Source: an optimization exercise on an open RTL-to-GDS flow (aim: small area and a short achievable clock period). Production flows keep margins and buffers that such runs may drop. RTL that was checked went through simulation tests only; none was proved equivalent to the original. The clock port is modelled as an ideal driver, which makes a skipped or thinned clock tree look cheaper than it is; a real chip needs a root buffer or a tree.

## dtsWorker
module dtsWorker (
	input wire logic clk,
	input wire logic reset,
	input wire logic anotherOne,
	output logic [39:0] natRuler,
	output logic done
);
Size: roughly 1000 cells after synthesis, about 150 flip-flops, roughly 44 I/O pins.
Settings: LEC_CHECK=0, CAP_MARGIN=20, CORE_MARGIN=2, CORE_UTILIZATION=40, PLACE_DENSITY=0.6, SLEW_MARGIN=20; clock period 24.0 ns.
standard.sh (not shown) runs the stock make flow with config.mk's settings and CLKGATE_MAP_FILE= SYNTH_SCRIPT=/design/flow/synth_recipe.tcl, a recipe that flattens the netlist after the stock synthesis.
==> flow/flow/run.sh <==
#!/bin/bash
# The standard layout, with the port buffers made from buf_2 instead of
# the flow's default pick (a slow delay buffer). Every port still gets one.
set -euo pipefail
export BUFFER_PORTS_ARGS="-buffer_cell sky130_fd_sc_hd__buf_2"
bash standard.sh > standard_flow.log 2>&1
The starting point produced a clean layout.
Then changed:
==> flow/flow/run.sh (replaced) <==
#!/bin/bash
# The standard layout, with the port buffers made from buf_2 instead of
# the flow's default pick (a slow delay buffer), and the timing repair asked
# to keep a margin of setup slack so that it works on the paths that set the
# achieved period. Every port still gets a buffer; the constraints are the standard flow's.
set -euo pipefail
export BUFFER_PORTS_ARGS="-buffer_cell sky130_fd_sc_hd__buf_2"
export SETUP_SLACK_MARGIN=18.4
bash standard.sh > standard_flow.log 2>&1
Outcome: Clock skew is about the same. Setup slack improved by 0.27 ns. Final cell count rises by about 1.5%.
No run of this note included a check of the RTL's function; only the layout flow was run.

dtsWorker, a different RTL version from the one above (not shown whole).
Size: roughly 1100 cells after synthesis, roughly 150 flip-flops, roughly 44 I/O pins.
==> flow/design.v (excerpt) <==
module dtsWorker #(
	parameter logic [31:0] SEED = 32'h2545f491,  
	parameter int BLOCK_THRESH = 64,   
	parameter int SET_THRESH = 256     
) (
	input wire logic clk,
	input wire logic reset,
	input wire logic anotherOne,
	output logic [39:0] natRuler,
	output logic done
);
==> flow/config.mk <==
export PLATFORM = sky130hd
export DESIGN_NAME = dtsWorker
export DESIGN_NICKNAME = dtsWorker
export VERILOG_FILES = /design/flow/design.v
export SDC_FILE = /design/flow/constraint.sdc
export NUM_CORES = 4
export LEC_CHECK = 0
export ABC_AREA = 1
export CAP_MARGIN = 20
export CORE_MARGIN = 2
export CORE_UTILIZATION = 40
export PLACE_DENSITY = 0.6
export SLEW_MARGIN = 20
==> flow/constraint.sdc <==
create_clock -name core_clock -period 24.0 [get_ports {clk}]
set_input_delay 4.8000 -clock core_clock [delete_from_list [all_inputs] [get_ports {clk}]]
set_output_delay 4.8000 -clock core_clock [all_outputs]
set_load 0.01 [all_outputs]
==> flow/flow/run.sh <==
#!/bin/bash
# The standard layout with these changes:
# - the port buffers are buf_2 instead of the flow's default pick (a slow
#   delay buffer); every port still gets a buffer;
# - the clock tree is built by hand in two short levels: the clock port feeds
#   four clkbuf_16, which feed twelve clkbuf_8, each at the centre of the
#   flip-flops it drives (manual_cts.tcl, sourced before the CTS step, which
#   then skips TritonCTS);
# - timing repair keeps a setup margin so that it also works on the few paths
#   that set the achieved period.
# The constraints and the clock period are the standard flow's.
set -euo pipefail
export BUFFER_PORTS_ARGS="-buffer_cell sky130_fd_sc_hd__buf_2"
export PRE_CTS_TCL="$(pwd)/flow/manual_cts.tcl"
bash standard.sh > standard_flow.log 2>&1
Other scripts of this flow, unchanged in this note and not shown: flow/flow/manual_cts.tcl
The first run finished with timing, DRC and antenna clean.
Next try:
--- a/flow/flow/run.sh
+++ b/flow/flow/run.sh
@@ -14,0 +15 @@
+export SETUP_SLACK_MARGIN=18.42
Sequential share of layout area went down by 0.48 points.
Via count grows by 0.90%.
Synthesized cell count is unchanged.
Cell area climbs by 3.6%.
Area after synthesis stays the same.
Setup slack gets better by 120 ps.
Core utilization rose by 1.6 points.
Critical path depth stays the same.
No run of this note takes its clock network from TritonCTS; it comes from the design's own scripts or RTL.

Setup of lane 5:
dtsWorker with an RTL version that a note above also has.
For scale: roughly 1000 cells after synthesis, about 150 flip-flops, ~44 I/O pins.
export LEC_CHECK = 0
export CAP_MARGIN = 20
export CORE_MARGIN = 2
export CORE_UTILIZATION = 40
export CTS_BUF_LIST = sky130_fd_sc_hd__clkbuf_8
export CTS_CLUSTER_DIAMETER = 80
export CTS_CLUSTER_SIZE = 40
export PLACE_DENSITY = 0.6
export SLEW_MARGIN = 20
create_clock -name core_clock -period 24.0 [get_ports {clk}]
==> flow/flow/run.sh <==
#!/bin/bash
# The standard layout, with the port buffers made from buf_2 instead of
# the flow's default pick (a slow delay buffer). Every port still gets one.
set -euo pipefail
export BUFFER_PORTS_ARGS="-buffer_cell sky130_fd_sc_hd__buf_2"
bash standard.sh > standard_flow.log 2>&1
Every stage of the flow completed for lane 5, and the final layout passed the timing, design-rule and antenna checks.
[inputs] lane 3 vs lane 5
==> flow/run.sh (new file) <==
#!/bin/bash
# synth_recipe.tcl (not shown) runs the flow's synth.tcl, then flattens the netlist and writes it again
# the make line also repeats each setting of config.mk as NAME=value (left out here)
make -C /OpenROAD-flow-scripts/flow DESIGN_CONFIG=/design/flow/config.mk WORK_HOME=/design/flow/orfs CLKGATE_MAP_FILE= SYNTH_SCRIPT=/design/flow/synth_recipe.tcl finish
-- flow/config.mk --
<<< lane 5, line 10
export CORE_UTILIZATION = 40
export CTS_BUF_LIST = sky130_fd_sc_hd__clkbuf_8
export CTS_CLUSTER_DIAMETER = 80
export CTS_CLUSTER_SIZE = 40
export PLACE_DENSITY = 0.6
>>> lane 3, line 10
export CORE_UTILIZATION = 40
export PLACE_DENSITY = 0.6
removed: flow/flow/run.sh
removed: flow/standard.sh
--- outcome ---
- Lane 3 was carried through to the last stage, and its layout satisfied the timing, design-rule and antenna checks.
- Setup slack, lane 5 and lane 3: smaller value in lane 3
- Design area up about 4% in lane 3 wrt lane 5
- Comparing lane 5 and lane 3, the higher global routing usage on met2 was measured on lane 3.
- [compare] base=lane 5 new=lane 3: final critical-path required period now sits higher.
- Compared with lane 5, in lane 3 worst hold slack held steady; number of fill cells in the layout shrank by 8; global-route usage over all layers grew by 0.59 points.
No functional check of the RTL was part of any run of this note.

Setup of the previous run:
dtsWorker, a different RTL version from the one above (not shown whole).
Size: roughly 44 I/O pins.
==> flow/config.mk <==
export PLATFORM = sky130hd
export DESIGN_NAME = dtsWorker
export DESIGN_NICKNAME = dtsWorker
export VERILOG_FILES = /design/flow/design.v
export SDC_FILE = /design/flow/constraint.sdc
export NUM_CORES = 4
export LEC_CHECK = 0
export ABC_AREA = 1
export CAP_MARGIN = 20
export CORE_MARGIN = 2
export CORE_UTILIZATION = 40
export PLACE_DENSITY = 0.6
export SLEW_MARGIN = 20
==> flow/constraint.sdc <==
create_clock -name core_clock -period 24.0 [get_ports {clk}]
set_input_delay 4.8000 -clock core_clock [delete_from_list [all_inputs] [get_ports {clk}]]
set_output_delay 4.8000 -clock core_clock [all_outputs]
set_load 0.01 [all_outputs]
==> flow/flow/run.sh <==
#!/bin/bash
# The standard layout with these changes:
# - the port buffers are buf_2 instead of the flow's default pick (a slow
#   delay buffer); every port still gets a buffer;
# - the clock tree is built by hand in two short levels: the clock port feeds
#   four clkbuf_16, which feed twelve clkbuf_8, each at the centre of the
#   flip-flops it drives (manual_cts.tcl, sourced before the CTS step, which
#   then skips TritonCTS);
# - timing repair keeps a setup margin so that it also works on the few paths
#   that set the achieved period.
# The constraints and the clock period are the standard flow's.
set -euo pipefail
export BUFFER_PORTS_ARGS="-buffer_cell sky130_fd_sc_hd__buf_2"
export PRE_CTS_TCL="$(pwd)/flow/manual_cts.tcl"
export SETUP_SLACK_MARGIN=18.3
bash standard.sh > standard_flow.log 2>&1
Other scripts of this flow, unchanged in this note and not shown: flow/flow/manual_cts.tcl
#### Input delta (the current run over the previous run)
diff --git a/flow/flow/run.sh b/flow/flow/run.sh
--- a/flow/flow/run.sh
+++ b/flow/flow/run.sh
@@ -13,4 +13,4 @@
 export BUFFER_PORTS_ARGS="-buffer_cell sky130_fd_sc_hd__buf_2"
 export PRE_CTS_TCL="$(pwd)/flow/manual_cts.tcl"
-export SETUP_SLACK_MARGIN=18.3
+export SETUP_SLACK_MARGIN=18.38
 bash standard.sh > standard_flow.log 2>&1
- Share of the final layout cell area in sequential cells: the previous run vs the current run, no meaningful difference
- Taking the previous run as the reference, in the current run cell count higher; die area comparable.
- Between the previous run and the current run, the difference in routed length on met3 is negligible.
- The more densely filled core belongs to the current run, not the previous run.
- The current run ended up with dtsState_i.nat[16]$_SDFF_PP0_ as its startpoint of the worst setup timing path; the previous run ended up with dtsState_i.nat[3]$_SDFF_PP0_.
- The current run vs. the previous run: post-route minimum period decreased by 0.021 ns relative to the old numbers; final standard cell area without fillers increased by 1.6% relative to the old numbers; proportion of cell area occupied by multi-input gates decreased by 0.76 points relative to the old numbers.
In every run of this note, the design's own scripts or RTL, not TritonCTS, make the clock network.

== job 427 ==
Another version of the RTL of dtsWorker (not shown whole).
Size in the first run: roughly 1,100 cells after synthesis, ~150 flip-flops, about 44 I/O pins.
clock: 24.0 ns
lec_check: 0
abc_area: 1
cap_margin: 20
core_margin: 2
core_utilization: 40
gpl_timing_driven: 1
place_density: 0.6
slew_margin: 20
==> flow/flow/run.sh <==
#!/bin/bash
# The standard layout with these changes:
# - the port buffers are buf_2 instead of the flow's default pick (a slow
#   delay buffer); every port still gets a buffer;
# - the clock tree is built by hand in two short levels: the clock port feeds
#   four clkbuf_16, which feed twelve clkbuf_8, each at the centre of the
#   flip-flops it drives (manual_cts.tcl, sourced before the CTS step, which
#   then skips TritonCTS);
# - timing repair keeps a setup margin so that it also works on the few paths
#   that set the achieved period.
# The constraints and the clock period are the standard flow's.
set -euo pipefail
export BUFFER_PORTS_ARGS="-buffer_cell sky130_fd_sc_hd__buf_2"
export PRE_CTS_TCL="$(pwd)/flow/manual_cts.tcl"
export SETUP_SLACK_MARGIN=18.35
bash standard.sh > standard_flow.log 2>&1
==> flow/flow/manual_cts.tcl <==
# Clock distribution in two short levels, built by hand before the CTS step.
# The flip-flops are split by position into NLEAF balanced groups; each group
# gets a leaf clkbuf_8 at its centre. The leaves are split into NTOP balanced
# groups; each gets a clkbuf_16 at its centre, fed straight from the clock
# port (which so drives NTOP cell pins). TritonCTS is then not run for this
# design: clock_tree_synthesis becomes a no-op, and the rest of the CTS step
# (legalisation, timing repair) runs as usual.

set nleaf 12
set ntop 4

# balanced k-means: pts is a list of {x y}; returns {assignment centres}
proc balanced_kmeans {pts k} {
  set n [llength $pts]
  set order [lsort -integer -indices [lmap p $pts {expr {[lindex $p 0] + [lindex $p 1]}}]]
  set cent {}
  for {set i 0} {$i < $k} {incr i} {
    lappend cent [lindex $pts [lindex $order [expr {int(($i + 0.5) * $n / $k)}]]]
  }
  set cap [expr {($n + $k - 1) / $k}]
  for {set iter 0} {$iter < 30} {incr iter} {
    # nearest centre first, at most cap points per centre
    set pairs {}
    set i 0
    foreach p $pts {
      for {set c 0} {$c < $k} {incr c} {
        set q [lindex $cent $c]
        lappend pairs [list [expr {abs([lindex $p 0] - [lindex $q 0]) + abs([lindex $p 1] - [lindex $q 1])}] $i $c]
      }
      incr i
    }
    set asg [lrepeat $n -1]
    set fill [lrepeat $k 0]
    foreach pr [lsort -real -index 0 $pairs] {
      lassign $pr d i c
      if {[lindex $asg $i] < 0 && [lindex $fill $c] < $cap} {
        lset asg $i $c
        lset fill $c [expr {[lindex $fill $c] + 1}]
      }
    }
    set cent {}
    for {set c 0} {$c < $k} {incr c} {
      set sx 0; set sy 0; set cnt 0
      foreach p $pts a $asg {
        if {$a == $c} { set sx [expr {$sx + [lindex $p 0]}]; set sy [expr {$sy + [lindex $p 1]}]; incr cnt }
      }
      lappend cent [list [expr {$sx / max($cnt, 1)}] [expr {$sy / max($cnt, 1)}]]
    }
  }
  return [list $asg $cent]
}

proc place_clock_buffer {block master name x y inNet} {
  set inst [odb::dbInst_create $block $master $name]
  set net [odb::dbNet_create $block "${name}_net"]
  $net setSigType CLOCK
  [$inst findITerm A] connect $inNet
  [$inst findITerm X] connect $net
  $inst setLocation [expr {int($x)}] [expr {int($y)}]
  $inst setPlacementStatus PLACED
  return $net
}

set block [ord::get_db_block]
set db [ord::get_db]
set clkNet [$block findNet clk]
set leafMaster [$db findMaster sky130_fd_sc_hd__clkbuf_8]
set topMaster [$db findMaster sky130_fd_sc_hd__clkbuf_16]

set sinks [$clkNet getITerms]
set pts {}
foreach it $sinks {
  set b [[$it getInst] getBBox]
  lappend pts [list [expr {([$b xMin] + [$b xMax]) / 2}] [expr {([$b yMin] + [$b yMax]) / 2}]]
}
lassign [balanced_kmeans $pts $nleaf] leafAsg leafCent
lassign [balanced_kmeans $leafCent $ntop] topAsg topCent

foreach it $sinks { $it disconnect }
for {set t 0} {$t < $ntop} {incr t} {
  set c [lindex $topCent $t]
  set topNet [place_clock_buffer $block $topMaster "clkbuf_top_$t" [lindex $c 0] [lindex $c 1] $clkNet]
  for {set l 0} {$l < $nleaf} {incr l} {
    if {[lindex $topAsg $l] != $t} continue
    set c [lindex $leafCent $l]
    set leafNet [place_clock_buffer $block $leafMaster "clkbuf_leaf_$l" [lindex $c 0] [lindex $c 1] $topNet]
    set cnt 0
    foreach it $sinks a $leafAsg {
      if {$a == $l} { $it connect $leafNet; incr cnt }
    }
    puts "clock leaf $l under top $t drives $cnt flip-flops"
  }
}

proc clock_tree_synthesis {args} {
  puts "clock_tree_synthesis skipped: the clock buffers were placed by manual_cts.tcl"
}
### job 427 -> job 1384
- a deleted GPL_TIMING_DRIVEN that had been 1
diff --git a/flow/flow/run.sh b/flow/flow/run.sh
--- a/flow/flow/run.sh
+++ b/flow/flow/run.sh
@@ -5,3 +5,3 @@
 # - the clock tree is built by hand in two short levels: the clock port feeds
-#   four clkbuf_16, which feed twelve clkbuf_8, each at the centre of the
+#   four clkbuf_8, which feed twelve clkbuf_8, each at the centre of the
 #   flip-flops it drives (manual_cts.tcl, sourced before the CTS step, which
diff --git a/flow/flow/manual_cts.tcl b/flow/flow/manual_cts.tcl
--- a/flow/flow/manual_cts.tcl
+++ b/flow/flow/manual_cts.tcl
@@ -3,3 +3,3 @@
 # gets a leaf clkbuf_8 at its centre. The leaves are split into NTOP balanced
-# groups; each gets a clkbuf_16 at its centre, fed straight from the clock
+# groups; each gets a clkbuf_8 at its centre, fed straight from the clock
 # port (which so drives NTOP cell pins). TritonCTS is then not run for this
@@ -67,3 +67,3 @@
 set leafMaster [$db findMaster sky130_fd_sc_hd__clkbuf_8]
-set topMaster [$db findMaster sky130_fd_sc_hd__clkbuf_16]
+set topMaster [$db findMaster sky130_fd_sc_hd__clkbuf_8]
 
- Going from job 427 to job 1384, utilization after layout moved up, minimum setup slack in the final design moved up.
- The worst hold-check slack on job 427 is in line with that on job 1384.
Input changes introduced in job 6919 (baseline for comparison: job 1384):
diff --git a/flow/flow/run.sh b/flow/flow/run.sh
--- a/flow/flow/run.sh
+++ b/flow/flow/run.sh
@@ -5,3 +5,3 @@
 # - the clock tree is built by hand in two short levels: the clock port feeds
-#   four clkbuf_8, which feed twelve clkbuf_8, each at the centre of the
+#   four clkbuf_16, which feed twelve clkbuf_8, each at the centre of the
 #   flip-flops it drives (manual_cts.tcl, sourced before the CTS step, which
diff --git a/flow/flow/manual_cts.tcl b/flow/flow/manual_cts.tcl
--- a/flow/flow/manual_cts.tcl
+++ b/flow/flow/manual_cts.tcl
@@ -3,3 +3,3 @@
 # gets a leaf clkbuf_8 at its centre. The leaves are split into NTOP balanced
-# groups; each gets a clkbuf_8 at its centre, fed straight from the clock
+# groups; each gets a clkbuf_16 at its centre, fed straight from the clock
 # port (which so drives NTOP cell pins). TritonCTS is then not run for this
@@ -67,3 +67,3 @@
 set leafMaster [$db findMaster sky130_fd_sc_hd__clkbuf_8]
-set topMaster [$db findMaster sky130_fd_sc_hd__clkbuf_8]
+set topMaster [$db findMaster sky130_fd_sc_hd__clkbuf_16]
 
Findings:
- Between job 1384 and job 6919, the flow reports highest clock rate decreasing slightly.
- Delay contributed by the slowest stage of the critical path in job 6919 is 40 ps higher than in job 1384
- For job 1384, the worst setup path startpoint was dtsState_i.store0[4], unlike job 6919, where it was dtsState_i.nat[4].
- Diff job 1384 -> job 6919: detailed-router iteration count before antenna repair about even, final wirelength lower, total length of routed met3 wires went up 110 um.
In every run of this note, the design's own scripts or RTL, not TritonCTS, make the clock network.

==> afterwards: timing with drivers on the ports <==
In the flow no input, the clock included, has a driving cell. The finished layouts below were timed again as built, in two steps. Step 1, drivers: a clkbuf_16 drives clk and a buf_2 each remaining input, both assumed. Step 2 times the ports against the registers' clock, not the clock port: input delays grow and output delays shrink by t, the midpoint of the rising clock arrivals with the driver on. a / b / c = ideal ports / drivers / drivers and shift; a / b = the first two.
run | shift t [ns] | setup WS [ns] | worst hold slack (ns) | latest minus earliest clock arrival (ns) | worst register clock-pin slew, ns
the first run of note 1 | 0.481 | 17.970 / 17.924 / 18.222 | 0.436 / 0.436 / 0.436 | 0.009 / 0.010 | 0.07 / 0.07
the second run of note 1 | 0.481 | 18.236 / 18.190 / 18.223 | 0.436 / 0.436 / 0.436 | 0.010 / 0.010 | 0.07 / 0.07
the first run of note 2 | 0.370 | 18.265 / 18.174 / 18.544 | 0.428 / 0.428 / 0.428 | 0.024 / 0.024 | 0.09 / 0.09
the second run of note 2 | 0.370 | 18.383 / 18.292 / 18.588 | 0.427 / 0.427 / 0.427 | 0.024 / 0.024 | 0.09 / 0.09
lane 5 | 0.496 | 17.931 / 17.892 / 18.238 | 0.440 / 0.440 / 0.440 | 0.018 / 0.017 | 0.09 / 0.09
lane 3 | 0.469 | 17.541 / 17.496 / 17.946 | 0.440 / 0.440 / 0.440 | 0.012 / 0.012 | 0.07 / 0.07
the previous run | 0.369 | 18.356 / 18.265 / 18.588 | 0.427 / 0.427 / 0.427 | 0.024 / 0.025 | 0.09 / 0.09
the current run | 0.370 | 18.377 / 18.285 / 18.588 | 0.427 / 0.427 / 0.427 | 0.024 / 0.025 | 0.09 / 0.09
job 427 | 0.378 | 18.320 / 18.229 / 18.604 | 0.428 / 0.428 / 0.428 | 0.038 / 0.037 | 0.09 / 0.09
job 1384 | 0.380 | 18.343 / 18.269 / 18.594 | 0.428 / 0.428 / 0.428 | 0.053 / 0.053 | 0.09 / 0.09
job 6919 | 0.378 | 18.320 / 18.229 / 18.604 | 0.428 / 0.428 / 0.428 | 0.038 / 0.037 | 0.09 / 0.09
After both steps every run listed still meets setup and hold. The setup slack of the second run of note 1, which loses most, moves by -0.046 ns with the drivers and by -0.013 ns with both steps.
